Context: an optimization exercise on an open-source flow, tuned for small area, a short achievable clock period and few clock cycles per item. The choices shown serve that exercise and are no tape-out recipe. Function was checked by simulation only, so behaviour that the tests miss may differ from the original.

Setup of build 97:
==> flow/design.v (excerpt) <==
module aes_dec_core (
    input  logic         clk,
    input  logic         rst,
    input  logic         start,
    input  logic [127:0] key,
    input  logic [127:0] ciphertext,
    input  logic         step_en,
    output logic         busy,
    output logic         done,
    output logic [127:0] plaintext
);
For scale: roughly 7500 cells after synthesis, ~1400 flip-flops, ~390 I/O pins, roughly 87000 µm² of cells after synthesis.
export LEC_CHECK = 0
export CAP_MARGIN = 20
export CELL_PAD_IN_SITES_DETAIL_PLACEMENT = 1
export CELL_PAD_IN_SITES_GLOBAL_PLACEMENT = 2
export CORE_MARGIN = 2
export CORE_UTILIZATION = 50
export CTS_BUF_LIST = sky130_fd_sc_hd__clkbuf_8
export PLACE_DENSITY = 0.6
export SETUP_SLACK_MARGIN = 4.5
export SLEW_MARGIN = 20
create_clock -name core_clock -period 8.0 [get_ports {clk}]
standard.sh (not shown) runs the stock make flow with config.mk's settings and CLKGATE_MAP_FILE= SYNTH_SCRIPT=/design/flow/synth_recipe.tcl, a recipe that flattens the netlist after the stock synthesis.
==> flow/flow/run.sh <==
#!/bin/bash
# Standard ORFS layout, with the synthesis technology mapping done by the ABC
# script in flow/abc_speed.script (area-oriented mapping, then sizing), and the
# port buffers made from the small buf_1 cell.
set -euo pipefail
cd "$(dirname "${BASH_SOURCE[0]}")/.."
W=$PWD
rm -rf "$W/scripts_own"
cp -r "$FLOW_HOME/scripts" "$W/scripts_own"
cp "$W/flow/abc_speed.script" "$W/scripts_own/abc_speed.script"
bash standard.sh SCRIPTS_DIR="$W/scripts_own" \
    "BUFFER_PORTS_ARGS=-buffer_cell sky130_fd_sc_hd__buf_1" finish > "$W/standard_flow.log" 2>&1
==> flow/flow/abc_speed.script <==
&get -n
&st
&dch -f
&nf
&put
topo
stime -c
buffer -c
upsize -c
dnsize -c
Build 97 reached the final stage; the timing, DRC and antenna checks on its layout passed.
Testbench counts of build 97, summed over its fixed seeds: cycles 6,353, blocks 560.
Changes in build 77 relative to build 97:
==> flow/flow/run.sh <==
#!/bin/bash
# Standard ORFS layout, with the synthesis technology mapping done by the ABC
# script in flow/abc_speed.script (area-oriented mapping, then sizing).
set -euo pipefail
cd "$(dirname "${BASH_SOURCE[0]}")/.."
W=$PWD
rm -rf "$W/scripts_own"
cp -r "$FLOW_HOME/scripts" "$W/scripts_own"
cp "$W/flow/abc_speed.script" "$W/scripts_own/abc_speed.script"
bash standard.sh SCRIPTS_DIR="$W/scripts_own" finish > "$W/standard_flow.log" 2>&1
diff --git a/flow/config.mk b/flow/config.mk
--- a/flow/config.mk
+++ b/flow/config.mk
@@ -11,5 +11,4 @@
 export CORE_MARGIN = 2
-export CORE_UTILIZATION = 50
-export CTS_BUF_LIST = sky130_fd_sc_hd__clkbuf_8
-export PLACE_DENSITY = 0.6
+export CORE_UTILIZATION = 40
+export PLACE_DENSITY = 0.55
 export SETUP_SLACK_MARGIN = 4.5
### Flow results
The flow did not stop early for build 77: all stages ran, and the layout cleared the timing, DRC and antenna checks. Relative to build 97, sequential share of layout area has decreased by 1.6 points in build 77. Between build 97 and build 77, the flow reports maximum clock rate increasing slightly.
Edits applied to the flow inputs when going from build 77 to build 30:
==> flow/flow/run.sh <==
#!/bin/bash
# Standard ORFS layout, with the synthesis technology mapping done by the ABC
# script in flow/abc_speed.script (area-oriented mapping, then sizing), and the
# port buffers made from the small buf_1 cell.
set -euo pipefail
cd "$(dirname "${BASH_SOURCE[0]}")/.."
W=$PWD
rm -rf "$W/scripts_own"
cp -r "$FLOW_HOME/scripts" "$W/scripts_own"
cp "$W/flow/abc_speed.script" "$W/scripts_own/abc_speed.script"
bash standard.sh SCRIPTS_DIR="$W/scripts_own" \
    "BUFFER_PORTS_ARGS=-buffer_cell sky130_fd_sc_hd__buf_1" finish > "$W/standard_flow.log" 2>&1
diff --git a/flow/config.mk b/flow/config.mk
--- a/flow/config.mk
+++ b/flow/config.mk
@@ -12,2 +12,3 @@
 export CORE_UTILIZATION = 40
+export CTS_BUF_LIST = sky130_fd_sc_hd__clkbuf_8
 export PLACE_DENSITY = 0.55
Results
Side by side, average detailed-routed wire length per instance turned out lower in build 30 than in build 77. No stage failed in build 30, and the final checks on the layout all came back clean. No stage failed in build 77, and the final checks on the layout all came back clean. STATUS worst setup slack: build 30 wins against build 77. Compared with build 77, final area in build 30 decreased by a few percent. On build 30: clock buffer instance count of the final layout is 91 higher than what build 77 gave. Build 77 → build 30: post-CTS resize count shows a reduction of 84.
For build 70, these inputs were changed with respect to build 30:
diff --git a/flow/config.mk b/flow/config.mk
--- a/flow/config.mk
+++ b/flow/config.mk
@@ -14,3 +14,3 @@
 export PLACE_DENSITY = 0.55
-export SETUP_SLACK_MARGIN = 4.5
+export SETUP_SLACK_MARGIN = 4.8
 export SLEW_MARGIN = 20
Results
Compared with build 30, via count in build 70 increased by a few percent. Looking only at highest achievable clock rate, and setting everything else aside, the higher value of build 70 and build 30 goes to build 70. Weighted congestion at the end of routability-driven global placement across build 70 and build 30: no real change. The run showing the greater global-route usage is build 70. Diff build 30 -> build 70: instance area at placement level.
Modified inputs, build 54 compared to build 70
==> flow/flow/run.sh <==
#!/bin/bash
# Standard ORFS layout, with the synthesis technology mapping done by the ABC
# script in flow/abc_speed.script (area-oriented mapping, then sizing).
set -euo pipefail
cd "$(dirname "${BASH_SOURCE[0]}")/.."
W=$PWD
rm -rf "$W/scripts_own"
cp -r "$FLOW_HOME/scripts" "$W/scripts_own"
cp "$W/flow/abc_speed.script" "$W/scripts_own/abc_speed.script"
bash standard.sh SCRIPTS_DIR="$W/scripts_own" finish > "$W/standard_flow.log" 2>&1
diff --git a/flow/config.mk b/flow/config.mk
--- a/flow/config.mk
+++ b/flow/config.mk
@@ -14,3 +14,3 @@
 export PLACE_DENSITY = 0.55
-export SETUP_SLACK_MARGIN = 4.8
+export SETUP_SLACK_MARGIN = 4.5
 export SLEW_MARGIN = 20
[summary]
- Clock skew for build 54 is higher than for build 70.
- Between build 54 and build 70, length in cells of the worst reg-to-reg path is higher for build 70, build 54 comes in under that.
- Going from build 70 to build 54, worst setup slack moved down; count of multi-input combinational gates level.
- Build 54 was carried through to the last stage, and its layout satisfied the timing, DRC and antenna checks.
- Going from build 70 to build 54, area added between synthesis and finish shrinks by 4.6 points.
- Build 54 ended up with a higher required time of the critical path than build 70 did.

what the ideal ports hide:
The results above use ideal ports. As a check the final layouts listed here were re-extracted and re-timed, cells and wires unchanged. Step 1 assumes that a clkbuf_16 drives the clock port and a buf_2 every other input. Step 2 adds t to the input delays and takes it off the output delays; t is the mean of the earliest and latest rising clock arrival at the registers after step 1. Input paths then give back, and output paths get back, about the clock's delay inside the block. a / b / c = no drivers / after step 1 / after step 2; a / b = the first two.
| run | t (ns) | slack for setup (ns) | hold WS [ns] |
|---|---|---|---|
| build 97 | 1.093 | 4.497 / 4.486 / 3.468 | 0.407 / 0.407 / 0.407 |
| build 77 | 0.922 | 4.546 / 4.478 / 3.692 | 0.397 / 0.397 / 0.397 |
| build 30 | 1.086 | 4.571 / 4.497 / 3.554 | 0.396 / 0.396 / 0.396 |
| build 70 | 1.114 | 4.620 / 4.529 / 3.722 | 0.380 / 0.380 / 0.380 |
| build 54 | 1.115 | 4.554 / 4.490 / 3.551 | 0.363 / 0.363 / 0.363 |
After both steps every run listed still meets setup and hold. The setup slack of build 97, which loses most, moves by -0.011 ns with the drivers and by -1.029 ns with both steps.
